This is an optimization exercise on Yosys and OpenROAD, whose aim is small area, a short achievable clock period and few clock cycles per item, not a production implementation.
In this exercise RTL edits were held to simulation tests only and were not proved equivalent to the original.
No activity file was given, so power comes from the tool's default toggle rates.

Design preemptive_priority_scheduler, start of the top module:
module preemptive_priority_scheduler(
   input  wire              clock,
   input  wire              reset,
   input  wire              start,
   output logic             busy,
   input  wire [32:0]       req_data,
   output logic             rsp_valid,
   output logic [105:0]     rsp_data
);
   localparam int N = 16;
   function automatic logic [31:0] add32(input logic [31:0] a, input logic [31:0] b,
                                         input logic cin);
      logic [31:0] p, g, p0;
      p0 = a ^ b;
      p  = p0;
      g  = a & b;
      g[0] = g[0] | (p[0] & cin);
      for (int d = 1; d < 32; d = d * 2) begin
         for (int i = 31; i >= d; i--) begin
            g[i] = g[i] | (p[i] & g[i-d]);
            p[i] = p[i] & p[i-d];
         end
      end
      add32[0] = p0[0] ^ cin;
      for (int i = 1; i < 32; i++) add32[i] = p0[i] ^ g[i-1];
   endfunction
   function automatic logic [1:0] cmp8(input logic [7:0] a, input logic [7:0] b);
  ...
Settings: LEC_CHECK=0, CAP_MARGIN=20, CORE_MARGIN=2, CORE_UTILIZATION=62, CTS_CLUSTER_DIAMETER=80, CTS_CLUSTER_SIZE=25, SETUP_SLACK_MARGIN=2.8, SLEW_MARGIN=20; clock period 6.0 ns.
run.sh (not shown) runs the stock make flow with config.mk's settings and CLKGATE_MAP_FILE= SYNTH_SCRIPT=/design/flow/synth_recipe.tcl, a recipe that flattens the netlist after the stock synthesis.
The starting point finished clean.
Testbench counts at the start, summed over its fixed seeds: cycles 12,018, beats 12,000.
Rerun with:
CORE_UTILIZATION = 55   (was 62)
Outcome: Hold slack gets better by 0.0069 ns; via count went down by 2.3%; non-clock buffer count went down by 14; cell area went up by 0.43%; sequential power stays flat; sequential share of layout area went down by 0.31 points.

* * *

the baseline:
Starting RTL as in the previous note.
Design preemptive_priority_scheduler, start of the top module:
module preemptive_priority_scheduler(
   input  wire              clock,
   input  wire              reset,
   input  wire              start,
   output logic             busy,
   input  wire [32:0]       req_data,
   output logic             rsp_valid,
   output logic [105:0]     rsp_data
);
==> flow/config.mk <==
export PLATFORM = sky130hd
export DESIGN_NAME = preemptive_priority_scheduler
export DESIGN_NICKNAME = preemptive_priority_scheduler
export VERILOG_FILES = /design/flow/design.v
export SDC_FILE = /design/flow/constraint.sdc
export NUM_CORES = 4
export LEC_CHECK = 0
export CAP_MARGIN = 20
export CORE_MARGIN = 2
export CORE_UTILIZATION = 55
export CTS_CLUSTER_DIAMETER = 80
export CTS_CLUSTER_SIZE = 25
export SETUP_SLACK_MARGIN = 2.5
export SLEW_MARGIN = 20
==> flow/constraint.sdc <==
create_clock -name core_clock -period 6.0 [get_ports {clock}]
set_input_delay 1.2000 -clock core_clock [delete_from_list [all_inputs] [get_ports {clock}]]
set_output_delay 1.2000 -clock core_clock [all_outputs]
set_load 0.01 [all_outputs]
standard.sh (not shown) runs the stock make flow with config.mk's settings and CLKGATE_MAP_FILE= SYNTH_SCRIPT=/design/flow/synth_recipe.tcl, a recipe that flattens the netlist after the stock synthesis.
==> flow/flow/run.sh <==
#!/bin/bash
# The standard layout (the standard.sh, standard synthesis included), with
# one change: buffer_ports makes the input and output port buffers of buf_2
# cells instead of the delay buffers it picks on its own.
set -o pipefail
export BUFFER_PORTS_ARGS="-buffer_cell sky130_fd_sc_hd__buf_2"
bash standard.sh finish > standard.log 2>&1
Testbench counts of the baseline, summed over its fixed seeds: cycles 12,018, beats 12,000.
Here is what was changed in the inputs of the candidate compared with the baseline.
==> flow/run.sh (new file) <==
#!/bin/bash
# synth_recipe.tcl (not shown) runs the flow's synth.tcl, then flattens the netlist and writes it again
# the make line also repeats each setting of config.mk as NAME=value (left out here)
make -C /OpenROAD-flow-scripts/flow DESIGN_CONFIG=/design/flow/config.mk WORK_HOME=/design/flow/orfs CLKGATE_MAP_FILE= SYNTH_SCRIPT=/design/flow/synth_recipe.tcl finish
removed: flow/flow/run.sh
removed: flow/standard.sh
### Flow results
- Compared with the baseline, in the candidate non-clock buffer count went down; fraction of power spent switching nets up 0.29 points; critical path depth dropped 2; post-CTS setup buffer count went up by 28%.
- Looking only at area growth from synthesis to layout, and setting everything else aside, the lower value of the baseline and the candidate goes to the baseline.
- Going from the baseline to the candidate, the post-route standard cell area excluding fillers was found to have gone up by about 0.7%.
- The baseline -> the candidate: total count of max-transition violations in the final report flat
- ~same final cell count in the baseline and the candidate

## static timing again, ports no longer ideal
Ports are ideal in the flow. The routed layouts listed here were re-timed in OpenROAD. Step 1 (the two cells are an assumption about what drives the block):
set clk [get_ports {clock}]
set_driving_cell -lib_cell sky130_fd_sc_hd__clkbuf_16 $clk
set_driving_cell -lib_cell sky130_fd_sc_hd__buf_2 [delete_from_list [all_inputs] $clk]
Step 2 also shifts input and output timing later by t, the mid clock arrival at the registers, as if the neighbouring blocks saw the same clock. a / b / c = no drivers / after step 1 / after step 2; a / b = the first two.
| run | t (ns) | slack for setup (ns) | hold WS [ns] | worst setup path after step 2 | worst slew at a driven data input, ns |
|---|---|---|---|---|---|
| the first run of note 1 | 0.794 | 2.789 / 2.782 / 2.195 | 0.328 / 0.328 / 0.328 | input to register | 0.05 |
| the second run of note 1 | 0.806 | 2.658 / 2.576 / 2.299 | 0.335 / 0.335 / 0.335 | input to register | 0.05 |
| the baseline | 0.825 | 2.392 / 2.392 / 2.392 | 0.318 / 0.318 / 0.318 | register to register | 0.05 |
| the candidate | 0.811 | 2.496 / 2.496 / 2.098 | 0.304 / 0.304 / 0.304 | input to register | 0.05 |
After both steps every run listed still meets setup and hold. For the first run of note 1, which loses most, drivers alone change the setup slack by -0.007 ns; drivers and shift together by -0.594 ns.
